What follows belongs to an exercise in optimizing a design on an open flow for small area, a short achievable clock period and few clock cycles; a production flow would make more cautious choices. At most, simulation tests tie the RTL to the original design; equivalence was not proved. Power and IR drop assume default switching activity.

==> flow/design.v <==
`timescale 1ns/100ps
package bitmove_pkg;
    localparam int WORD_W = 32;
    localparam int OFS_W  = 5;
    localparam int LEN_W  = 27;
    localparam int ADDR_W = 27;
    typedef logic [WORD_W-1:0] word_t;
    typedef logic [ADDR_W+OFS_W-1:0] bit_addr_t;
    typedef struct packed {
        word_t      data;
        logic [5:0] nbits;
    } chunk_t;
    typedef logic [1:0] reg_addr_t;
    localparam reg_addr_t REG_SRC  = 2'd0;
    localparam reg_addr_t REG_DST  = 2'd1;
    localparam reg_addr_t REG_LEN  = 2'd2;
    localparam reg_addr_t REG_CTRL = 2'd3;
endpackage
`timescale 1ns/100ps
`timescale 1ns/100ps
`timescale 1ns/100ps
`timescale 1ns/100ps
`timescale 1ns/100ps
`timescale 1ns/100ps
`timescale 1ns/100ps
module bitmove_top #(
    parameter int FIFO_DEPTH = 4
) (
    input  logic                           clk,
    input  logic                           arst_n,
    input  logic                           reg_sel,
    input  logic                           reg_write,
    input  bitmove_pkg::reg_addr_t         reg_addr,
    input  bitmove_pkg::word_t             reg_wdata,
    output bitmove_pkg::word_t             reg_rdata,
    output logic                           done,
    output logic                           mem_req,
    output logic                           mem_we,
    output logic [bitmove_pkg::ADDR_W-1:0] mem_addr,
    output bitmove_pkg::word_t             mem_wdata,
    input  logic                           mem_hold,
    input  bitmove_pkg::word_t             mem_rdata
);
    localparam logic [3:0] S_IDLE = 4'b0000;
    localparam logic [3:0] S_DONE = 4'b0001;
    localparam logic [3:0] S_BUB  = 4'b0010;
    localparam logic [3:0] S_PR   = 4'b1000;   
    localparam logic [3:0] S_R0   = 4'b1001;   
    localparam logic [3:0] S_XR   = 4'b1010;   
    localparam logic [3:0] S_O0   = 4'b1100;   
    localparam logic [3:0] S_XO   = 4'b1101;   
    localparam logic [3:0] S_WR   = 4'b1110;   
    logic [31:0] src_r;
    logic [31:0] dst_r;
    logic [26:0] len_r;
    logic [3:0]  state;
    logic [3:0]  nstate;
    logic [1:0]  at;       
    logic [26:0] sa;
    logic [26:0] da;
    logic [22:0] t;
    logic [31:0] P;
    logic [31:0] W;
    logic        busy;
    logic        wr_en;
    logic        go;
    logic        adv;
    assign busy  = state[3] | state[1];
    assign wr_en = reg_sel & reg_write & ~busy;
    assign go    = wr_en & (reg_addr == 2'd3) & reg_wdata[0];
    assign adv   = ~mem_hold;
    always_ff @(posedge clk) begin
        if (wr_en && reg_addr == 2'd0) src_r <= reg_wdata;
        if (wr_en && reg_addr == 2'd1) dst_r <= reg_wdata;
        if (wr_en && reg_addr == 2'd2) len_r <= reg_wdata[26:0];
    end
    always_comb begin
        case (reg_addr)
            2'd0:    reg_rdata = src_r;
            2'd1:    reg_rdata = dst_r;
            2'd2:    reg_rdata = {5'd0, len_r};
            default: reg_rdata = {31'd0, busy};
        endcase
    end
    logic [4:0]  soff, doff, llo, r, dend;
    logic [5:0]  vd, vs;
    logic [1:0]  cd, cs;
    logic        e, flush, lp;
    logic        last, sec, third;
    logic        thi_z, thi_o;
    logic [1:0]  tlo;
    logic [31:0] fmask, lmask, m;
    assign soff  = src_r[4:0];
    assign doff  = dst_r[4:0];
    assign llo   = len_r[4:0];
    assign r     = soff - doff;
    assign e     = soff < doff;
    assign vd    = {1'b0, llo} + {1'b0, doff};
    assign vs    = {1'b0, llo} + {1'b0, soff};
    assign cd    = {vd > 6'd32, (vd != 6'd0) && (vd <= 6'd32)};
    assign cs    = {vs > 6'd32, (vs != 6'd0) && (vs <= 6'd32)};
    assign flush = (cd == cs + {1'b0, e});
    assign dend  = vd[4:0];
    assign lp    = dend != 5'd0;
    assign thi_z = (t[22:2] == '0);
    assign thi_o = (t[22:2] == '1);
    assign tlo   = t[1:0];
    always_comb begin
        case (cd)
            2'd0: begin
                last  = thi_z & (tlo == 2'd1);
                sec   = thi_z & (tlo == 2'd2);
                third = thi_z & (tlo == 2'd3);
            end
            2'd1: begin
                last  = thi_z & (tlo == 2'd0);
                sec   = thi_z & (tlo == 2'd1);
                third = thi_z & (tlo == 2'd2);
            end
            default: begin
                last  = thi_o & (tlo == 2'd3);
                sec   = thi_z & (tlo == 2'd0);
                third = thi_z & (tlo == 2'd1);
            end
        endcase
    end
    assign fmask = ~((32'd1 << doff) - 32'd1);
    assign lmask = lp ? ((32'd1 << dend) - 32'd1) : '1;
    assign m     = (at == 2'd2 ? fmask : '1) & (last ? lmask : '1);
    logic need_o0;
    logic [3:0] after_start;
    logic [3:0] first_state;
    assign need_o0     = (doff != 5'd0) | (last & (lp | flush));
    assign after_start = (last | (sec & flush)) ? S_BUB : S_XR;
    assign first_state = !e ? S_PR : S_R0;
    always_comb begin
        nstate = state;
        case (state)
            S_IDLE, S_DONE: nstate = go ? first_state : S_IDLE;
            S_PR:  if (adv) nstate = (last & flush) ? S_O0 : S_R0;
            S_R0:  if (adv) nstate = need_o0 ? S_O0 : after_start;
            S_O0:  if (adv) nstate = after_start;
            S_XR:  if (adv) nstate = S_WR;
            S_XO:  if (adv) nstate = S_BUB;
            S_BUB: if (adv) nstate = S_WR;
            S_WR:  if (adv) nstate = last ? S_DONE
                                  : sec ? (lp ? S_XO : S_WR)
                                  : (third & flush) ? S_WR : S_XR;
            default: nstate = S_IDLE;
        endcase
    end
    always_ff @(posedge clk or negedge arst_n) begin
        if (!arst_n) begin
            state <= S_IDLE;
            at    <= 2'd0;
        end else begin
            state <= nstate;
            if (adv) begin
                if (state[3] & ~state[2])                 at <= 2'd1;
                else if (state == S_O0)                   at <= 2'd2;
                else if (state == S_XO)                   at <= 2'd3;
                else                                      at <= 2'd0;
            end
        end
    end
    logic        use_d;
    logic [26:0] inc;
    logic        acc;
    assign use_d    = state[2];
    assign mem_addr = use_d ? da : sa;
    assign inc      = mem_addr + 27'd1;
    assign acc      = state[3] & adv;
    always_ff @(posedge clk) begin
        if (go) begin
            sa <= src_r[31:5];
            da <= dst_r[31:5];
            t  <= {1'b0, len_r[26:5]};
        end else if (acc) begin
            if (!use_d) sa <= inc;
            if (state == S_WR) begin
                da <= inc;
                t  <= t - 23'd1;
            end
        end
    end
    logic        src_arr, old_arr, fe;
    logic [4:0]  rr;
    logic [31:0] rot;
    logic [31:0] hm;
    logic [31:0] fun;
    assign src_arr = adv & (at == 2'd1);
    assign old_arr = adv & at[1];
    assign fe      = adv & flush & (((state == S_BUB) & last) | ((state == S_WR) & sec));
    assign rr      = at[1] ? 5'd0 : r;
    always_comb begin
        rot = mem_rdata;
        for (int k = 0; k < 5; k++) begin
            if (rr[k]) rot = (rot >> (1 << k)) | (rot << (32 - (1 << k)));
        end
    end
    assign hm      = at[1] ? ~m : ~('1 >> r);
    assign fun     = (hm & rot) | (~hm & P);
    always_ff @(posedge clk) begin
        if (src_arr) P <= rot;
        for (int i = 0; i < 32; i++) begin
            if ((old_arr & ~m[i]) | src_arr | fe) W[i] <= fun[i];
        end
    end
    assign mem_req   = state[3];
    assign mem_we    = state[2] & state[1];
    assign mem_wdata = W;
    assign done      = (state == S_DONE);
endmodule
export LEC_CHECK = 0
export CAP_MARGIN = 20
export CORE_MARGIN = 2
export CORE_UTILIZATION = 40
export SETUP_SLACK_MARGIN = 4.0
export SLEW_MARGIN = 20
create_clock -name core_clock -period 8.0 [get_ports {clk}]
standard.sh (not shown) runs the stock make flow with config.mk's settings and CLKGATE_MAP_FILE= SYNTH_SCRIPT=/design/flow/synth_recipe.tcl, a recipe that flattens the netlist after the stock synthesis.
==> flow/flow/run.sh <==
#!/bin/bash
# The standard layout with two changes:
#  - synthesis maps logic with an area-oriented ABC script and plain gates
#    for adders (registers are mapped as in the standard synthesis);
#  - each port gets the smallest buffer; timing repair upsizes where needed.
set -euo pipefail
here=$(pwd)
{ head -n 1 synth_recipe.tcl; cat flow/abc_area.tcl; tail -n +2 synth_recipe.tcl; } > own_synth.tcl
sed "s|$here/synth_recipe.tcl|$here/own_synth.tcl|" standard.sh > own_standard.sh
grep -q own_synth.tcl own_standard.sh
export OWN_ABC_SCRIPT='+strash;&get,-n;&st;&syn2;&dch;&nf,-a,-R,1000;&st;&syn2;&dch;&nf,-a,-R,1000;&put;dnsize'
export ADDER_MAP_FILE=
export BUFFER_PORTS_ARGS="-buffer_cell sky130_fd_sc_hd__buf_1"
bash own_standard.sh > standard.log 2>&1
==> flow/flow/abc_area.tcl <==
# Sourced into the synthesis script after its first line: ORFS's abc call is
# redirected to an area-oriented mapping script (flops are mapped before abc,
# so the registers are those of the standard synthesis).
proc abc {args} {
  set i [lsearch -exact $args -script]
  if {$i >= 0} { set args [lreplace $args $i [expr {$i + 1}] -script $::env(OWN_ABC_SCRIPT)] }
  set j [lsearch -exact $args -D]
  if {$j >= 0} { set args [lreplace $args $j [expr {$j + 1}]] }
  yosys abc {*}$args
}
Testbench counts at the start, summed over its fixed seeds: cycles 9,457.
Then changed:
--- a/flow/design.v
+++ b/flow/design.v
@@ -46,8 +46,9 @@
     localparam logic [3:0] S_BUB  = 4'b0010;
     localparam logic [3:0] S_PR   = 4'b1000;   
     localparam logic [3:0] S_R0   = 4'b1001;   
     localparam logic [3:0] S_XR   = 4'b1010;   
+    localparam logic [3:0] S_R0F  = 4'b1011;   
     localparam logic [3:0] S_O0   = 4'b1100;   
     localparam logic [3:0] S_XO   = 4'b1101;   
     localparam logic [3:0] S_WR   = 4'b1110;   
     logic [31:0] src_r;
@@ -88,9 +89,10 @@
     logic        e, flush, lp;
     logic        last, sec, third;
     logic        thi_z, thi_o;
     logic [1:0]  tlo;
-    logic [31:0] fmask, lmask, m;
+    logic [4:0]  tx;
+    logic [31:0] th;
     assign soff  = src_r[4:0];
     assign doff  = dst_r[4:0];
     assign llo   = len_r[4:0];
     assign r     = soff - doff;
@@ -123,23 +125,22 @@
                 third = thi_z & (tlo == 2'd1);
             end
         endcase
     end
-    assign fmask = ~((32'd1 << doff) - 32'd1);
-    assign lmask = lp ? ((32'd1 << dend) - 32'd1) : '1;
-    assign m     = (at == 2'd2 ? fmask : '1) & (last ? lmask : '1);
+    assign tx = (at == 2'd2) ? doff : (at == 2'd3) ? dend : (5'd0 - r);
+    assign th = (32'd1 << tx) - 32'd1;
     logic need_o0;
     logic [3:0] after_start;
     logic [3:0] first_state;
-    assign need_o0     = (doff != 5'd0) | (last & (lp | flush));
-    assign after_start = (last | (sec & flush)) ? S_BUB : S_XR;
-    assign first_state = !e ? S_PR : S_R0;
+    assign need_o0     = (doff != 5'd0) | (last & flush & ~lp);
+    assign after_start = last ? (lp ? S_XO : S_BUB) : (sec & flush) ? S_BUB : S_XR;
+    assign first_state = !e ? S_PR : S_R0F;
     always_comb begin
         nstate = state;
         case (state)
             S_IDLE, S_DONE: nstate = go ? first_state : S_IDLE;
-            S_PR:  if (adv) nstate = (last & flush) ? S_O0 : S_R0;
-            S_R0:  if (adv) nstate = need_o0 ? S_O0 : after_start;
+            S_PR:  if (adv) nstate = (last & flush) ? (need_o0 ? S_O0 : after_start) : S_R0;
+            S_R0, S_R0F: if (adv) nstate = need_o0 ? S_O0 : after_start;
             S_O0:  if (adv) nstate = after_start;
             S_XR:  if (adv) nstate = S_WR;
             S_XO:  if (adv) nstate = S_BUB;
             S_BUB: if (adv) nstate = S_WR;
@@ -163,25 +164,26 @@
             end
         end
     end
     logic        use_d;
+    logic        sfirst;
+    logic        dfirst;
     logic [26:0] inc;
     logic        acc;
     assign use_d    = state[2];
-    assign mem_addr = use_d ? da : sa;
+    assign sfirst   = (state == S_PR) | (state == S_R0F);
+    assign mem_addr = use_d ? (dfirst ? dst_r[31:5] : da) : (sfirst ? src_r[31:5] : sa);
     assign inc      = mem_addr + 27'd1;
     assign acc      = state[3] & adv;
     always_ff @(posedge clk) begin
+        if (acc & ~use_d) sa <= inc;
+        if (acc & (state == S_WR)) da <= inc;
         if (go) begin
-            sa <= src_r[31:5];
-            da <= dst_r[31:5];
-            t  <= {1'b0, len_r[26:5]};
-        end else if (acc) begin
-            if (!use_d) sa <= inc;
-            if (state == S_WR) begin
-                da <= inc;
-                t  <= t - 23'd1;
-            end
+            t      <= {1'b0, len_r[26:5]};
+            dfirst <= 1'b1;
+        end else if (acc & (state == S_WR)) begin
+            t      <= t - 23'd1;
+            dfirst <= 1'b0;
         end
     end
     logic        src_arr, old_arr, fe;
     logic [4:0]  rr;
@@ -189,22 +191,22 @@
     logic [31:0] hm;
     logic [31:0] fun;
     assign src_arr = adv & (at == 2'd1);
     assign old_arr = adv & at[1];
-    assign fe      = adv & flush & (((state == S_BUB) & last) | ((state == S_WR) & sec));
+    assign fe      = adv & flush & ((last & at[1] & (~at[0] | ~need_o0)) | ((state == S_WR) & sec));
     assign rr      = at[1] ? 5'd0 : r;
     always_comb begin
         rot = mem_rdata;
         for (int k = 0; k < 5; k++) begin
             if (rr[k]) rot = (rot >> (1 << k)) | (rot << (32 - (1 << k)));
         end
     end
-    assign hm      = at[1] ? ~m : ~('1 >> r);
+    assign hm      = (at == 2'd2) ? th : (~th & {32{at[1] | (r != 5'd0)}});
     assign fun     = (hm & rot) | (~hm & P);
     always_ff @(posedge clk) begin
         if (src_arr) P <= rot;
         for (int i = 0; i < 32; i++) begin
-            if ((old_arr & ~m[i]) | src_arr | fe) W[i] <= fun[i];
+            if ((old_arr & hm[i]) | src_arr | fe) W[i] <= fun[i];
         end
     end
     assign mem_req   = state[3];
     assign mem_we    = state[2] & state[1];
Final cell count is lower by 1.0%.
Worst setup slack got worse by 0.022 ns.
Hold slack is worse by 0.021 ns.
Non-clock buffer count goes up by 60.
Via count came out lower by 5.2%.
Die area fell by 2.7%.
Power grows by 28%.
Design area grows by 1.6%.
Combinational power rises by 65%.
First-iteration DRC count went down by 30%.
Wire length is lower by 5.5%.
Clock-buffer cell count is unchanged.
Clock power grows by about 10%.
The RTL of the second run of this note was laid out without a check of its function.

==> static timing again, ports no longer ideal <==
In the flow no input, the clock included, has a driving cell. The finished layouts below were timed again as built, in two steps.
Step 1, drivers: a clkbuf_16 drives clk and a buf_2 each remaining input, both assumed.
Step 2 adds t to the input delays and takes it off the output delays; t is the mean of the earliest and latest rising clock arrival at the registers after step 1. Input paths then give back, and output paths get back, about the clock's delay inside the block.
a / b / c = no drivers / after step 1 / after step 2; a / b = the first two.
run	t (ns)	setup WS [ns]	worst hold slack (ns)	worst setup path at the end	worst slew at a driven data input, ns
the first run	0.605	3.915 / 3.809 / 3.761	0.534 / 0.534 / 0.534	input to register	0.22
the second run	0.605	3.893 / 3.795 / 3.795	0.514 / 0.514 / 0.514	input to output	0.17
After both steps setup and hold are still met in every run listed. The setup slack of the first run, which loses most, moves by -0.106 ns with the drivers and by -0.154 ns with both steps.
